What follows belongs to an exercise in optimizing a design on an open flow for small area, a short achievable clock period and few clock cycles per item; a production flow would make more cautious choices. Where RTL was checked, it was by simulation tests only, not by an equivalence proof against the original. Power is estimated from default activity; no workload was simulated.

Design rtc_seconds_to_calendar, start of the top module:
module rtc_seconds_to_calendar (
  input  logic          clk,
  input  logic          rst,
  input  logic          cmd_valid,
  output logic          cmd_stall,
  input  logic [72:0]   cmd,
  output logic          res_valid,
  input  logic          res_stall,
  output logic [56:0]   res
);
==> module rtc_seconds_to_calendar, before the edit <==
module rtc_seconds_to_calendar (
  input  logic          clk,
  input  logic          rst,
  input  logic          cmd_valid,
  output logic          cmd_stall,
  input  logic [72:0]   cmd,
  output logic          res_valid,
  input  logic          res_stall,
  output logic [56:0]   res
);
  logic        p0_valid, p1_valid, p2_valid;
  logic        p0_op, p1_op, p2_op;
  logic [31:0] p0_d;
  logic [38:0] p1_d;
  logic [21:0] p2_d;
  logic [39:0] set_d;
  logic        hold;
  logic        set_busy;
  assign hold      = res_valid && res_stall;
  assign set_busy  = (p0_valid && p0_op == rsc_pkg::OP_SET) || (p1_valid && p1_op == rsc_pkg::OP_SET);
  assign cmd_stall = hold || (cmd[72] == rsc_pkg::OP_SET && set_busy);
  always_ff @(posedge clk) begin
    if (rst) begin
      p0_valid  <= 1'b0;
      p1_valid  <= 1'b0;
      p2_valid  <= 1'b0;
      res_valid <= 1'b0;
    end else if (!hold) begin
      p0_valid  <= cmd_valid && !cmd_stall;
      p1_valid  <= p0_valid;
      p2_valid  <= p1_valid;
      res_valid <= p2_valid;
    end
  end
  always_ff @(posedge clk) begin
    if (!hold) begin
      p0_op <= cmd[72];
      p0_d  <= cmd[71:40];
    end
    if (cmd_valid && !cmd_stall && cmd[72] == rsc_pkg::OP_SET) begin
      set_d <= cmd[39:0];
    end
  end
  logic [11:0] ys, yc;
  logic [3:0]  na, nb;
  rsc_split u_split (
    .x  (p0_d[31:4]),
    .ys (ys),
    .yc (yc)
  );
  rsc_mod15 u_mod15 (
    .v  (p0_d[31:0]),
    .na (na),
    .nb (nb)
  );
  always_ff @(posedge clk) begin
    if (!hold) begin
      p1_op <= p0_op;
      p1_d  <= {nb, na, yc, ys, p0_d[6:0]};
    end
  end
  logic [11:0] y;
  logic [2:0]  d;
  logic [3:0]  n;
  logic [4:0]  kb;
  logic        hour0;
  logic        hour23;
  logic [5:0]  pm;
  assign y = p1_d[18:7] + p1_d[30:19];
  assign d = p1_d[6:4] - y[2:0];
  rsc_mod15_fin u_fin (
    .na (p1_d[34:31]),
    .nb (p1_d[38:35]),
    .n  (n)
  );
  rsc_tabs u_tabs (
    .y      (y),
    .d      (d),
    .kb     (kb),
    .hour0  (hour0),
    .hour23 (hour23)
  );
  assign pm = {n[1:0], n} - {p1_d[3:2], 2'b00, p1_d[3:2]} - {y[3:0], 2'b00};
  always_ff @(posedge clk) begin
    if (!hold) begin
      p2_op <= p1_op;
      p2_d  <= {hour23, hour0, kb, d, pm, n, p1_d[1:0]};
    end
  end
  logic [4:0]  c_kb;
  logic [2:0]  c_d;
  logic [4:0]  c_hour;
  logic [5:0]  c_minute;
  logic [5:0]  c_second;
  logic        c_hour0;
  logic        c_hour23;
  assign c_second = p2_d[5:0];
  assign c_d      = p2_d[14:12];
  assign c_kb     = p2_d[19:15];
  assign c_hour0  = p2_d[20];
  assign c_hour23 = p2_d[21];
  assign c_minute = {p2_d[11:8] + c_kb[3:0], p2_d[7:6]};
  rsc_hour u_hour (
    .kb   (c_kb),
    .d    (c_d),
    .hour (c_hour)
  );
  logic [13:0] year;
  logic [3:0]  month;
  logic [4:0]  day;
  logic        last23;
  logic        last_day;
  logic        is_set;
  logic        take;
  logic        live;
  logic        advance;
  logic [16:0] set_load;
  logic [4:0]  r_hour;
  logic [5:0]  r_minute;
  logic [5:0]  r_second;
  logic [16:0] r_load;
  assign is_set   = (p2_op == rsc_pkg::OP_SET);
  assign take     = p2_valid && !hold;
  assign live     = (year != 14'd0);
  assign advance  = live && last23 && last_day && c_hour0;
  always_comb begin
    case (month)
      4'd2:                    last_day = (day[4:2] == 3'b111) && (day[1:0] != 2'd0 || !leap);
      4'd4, 4'd6, 4'd9, 4'd11: last_day = (day[4:1] == 4'b1111);
      default:                 last_day = (day == 5'd31);
    endcase
  end
  assign set_load = (17'(set_d[16:12]) << 12) - (17'(set_d[16:12]) << 9) + (17'(set_d[16:12]) << 4)
                  + (17'(set_d[11:6]) << 6) - (17'(set_d[11:6]) << 2) + 17'(set_d[5:0]);
  logic [6:0]  r25_src;
  logic [6:0]  r25;
  logic        year_new;
  logic        leap;
  logic        set_leap;
  logic        cur_leap;
  logic [6:0]  r25_set;
  logic [6:0]  r25_cur;
  rsc_date u_r25_set (
    .w   (set_d[39:28]),
    .r25 (r25_set)
  );
  rsc_date u_r25_cur (
    .w   (year[13:2]),
    .r25 (r25_cur)
  );
  assign r25_src = (p1_valid && p1_op == rsc_pkg::OP_SET) ? r25_set : r25_cur;
  rsc_last_day u_set_leap (
    .year_lo  (set_d[29:26]),
    .r25      (r25),
    .month    (set_d[25:22]),
    .day      (set_d[21:17]),
    .leap     (set_leap),
    .last_day ()
  );
  rsc_last_day u_cur_leap (
    .year_lo  (year[3:0]),
    .r25      (r25),
    .month    (month),
    .day      (day),
    .leap     (cur_leap),
    .last_day ()
  );
  always_ff @(posedge clk) begin
    if (!hold) begin
      r25 <= r25_src;
      if (p2_valid && is_set) leap <= set_leap;
      else if (!year_new) leap <= cur_leap;
    end
  end
  always_ff @(posedge clk) begin
    if (!hold) year_new <= take && (is_set || advance);
  end
  always_ff @(posedge clk) begin
    if (rst) begin
      year   <= '0;
      month  <= '0;
      day    <= '0;
      last23 <= 1'b0;
    end else if (take) begin
      if (is_set) begin
        year  <= set_d[39:26];
        month <= set_d[25:22];
        day   <= set_d[21:17];
      end else begin
        if (advance) begin
          day <= 5'd1;
          if (month[3] && month[2]) begin
            month <= 4'd1;
            year  <= year + 14'd1;
          end else begin
            month <= month + 4'd1;
          end
        end else if (live && last23 && c_hour0) begin
          day <= day + 5'd1;
        end
        if (live) last23 <= c_hour23;
      end
    end
  end
  always_ff @(posedge clk) begin
    if (!hold) begin
      if (is_set) begin
        r_hour   <= set_d[16:12];
        r_minute <= set_d[11:6];
        r_second <= set_d[5:0];
        r_load   <= set_load;
      end else begin
        r_hour   <= c_hour;
        r_minute <= c_minute;
        r_second <= c_second;
        r_load   <= '0;
      end
    end
  end
  assign res = {year, month, day, r_hour, r_minute, r_second, r_load};
endmodule
Settings: LEC_CHECK=0, ABC_CLOCK_PERIOD_IN_PS=3000, CAP_MARGIN=20, CORE_MARGIN=2, CORE_UTILIZATION=40, PLACE_DENSITY=0.6, SETUP_SLACK_MARGIN=4.0, SLEW_MARGIN=20; clock period 7.5 ns.
standard.sh (not shown) runs the stock make flow with config.mk's settings and CLKGATE_MAP_FILE= SYNTH_SCRIPT=/design/flow/synth_recipe.tcl, a recipe that flattens the netlist after the stock synthesis.
==> flow/flow/run.sh <==
#!/bin/bash
# The standard layout (standard.sh), with the input and output port buffers made from
# sky130_fd_sc_hd__buf_1 instead of the cell buffer_ports picks by default.
set -euo pipefail
export BUFFER_PORTS_ARGS="-buffer_cell sky130_fd_sc_hd__buf_1"
bash standard.sh > standard.log 2>&1
==> next run, changes <==
--- a/flow/design.v
+++ b/flow/design.v
@@ -490,21 +490,14 @@
   logic [6:0]  r25;
   logic        year_new;
   logic        leap;
   logic        set_leap;
   logic        cur_leap;
-  logic [6:0]  r25_set;
-  logic [6:0]  r25_cur;
-  rsc_date u_r25_set (
-    .w   (set_d[39:28]),
-    .r25 (r25_set)
+  rsc_date u_r25 (
+    .w   ((p1_valid && p1_op == rsc_pkg::OP_SET) ? set_d[39:28] : year[13:2]),
+    .r25 (r25_src)
   );
-  rsc_date u_r25_cur (
-    .w   (year[13:2]),
-    .r25 (r25_cur)
-  );
-  assign r25_src = (p1_valid && p1_op == rsc_pkg::OP_SET) ? r25_set : r25_cur;
   rsc_last_day u_set_leap (
     .year_lo  (set_d[29:26]),
     .r25      (r25),
     .month    (set_d[25:22]),
     .day      (set_d[21:17]),
Result: Via count shrinks by a few percent. Sequential share of layout area is higher by 0.90 points. Routed wire length went down by a few percent. Area after synthesis came out lower by a few percent. Synthesized cell count drops by a few percent. Final cell count went down by a few percent. Global-route usage went down by 0.44 points. Utilization came out higher by 0.20 points. Die area drops by a few percent. Clock power is about the same. Total power falls by a few percent.
Testbench counts after the change, summed over its fixed seeds: cycles 32,174, items 32,000.
For the first run of this note, only the layout was checked, not whether the RTL still works.

## re-timing with driven ports
In the flow no input, the clock included, has a driving cell. The finished layouts below were timed again as built, in two steps.
Step 1, drivers: a clkbuf_16 drives clk and a buf_2 each remaining input, both assumed.
Step 2 moves the port delays by t, midway between the first and last clock arrival at a register: inputs arrive t later, outputs are due t later. That takes back most of the time a late clock gives input paths.
Slacks: no drivers / after step 1 / after step 2; pairs: no drivers / after step 1.
run	shift t [ns]	setup WS [ns]	slew at the worst register clock pin (ns)	worst slew at a driven data input, ns
the first run	0.583	3.975 / 3.954 / 3.808	0.06 / 0.06	0.04
the second run	0.578	3.842 / 3.842 / 3.717	0.06 / 0.06	0.04
After both steps every run listed still meets setup and hold. The setup slack of the first run, which loses most, moves by -0.021 ns with the drivers and by -0.167 ns with both steps.
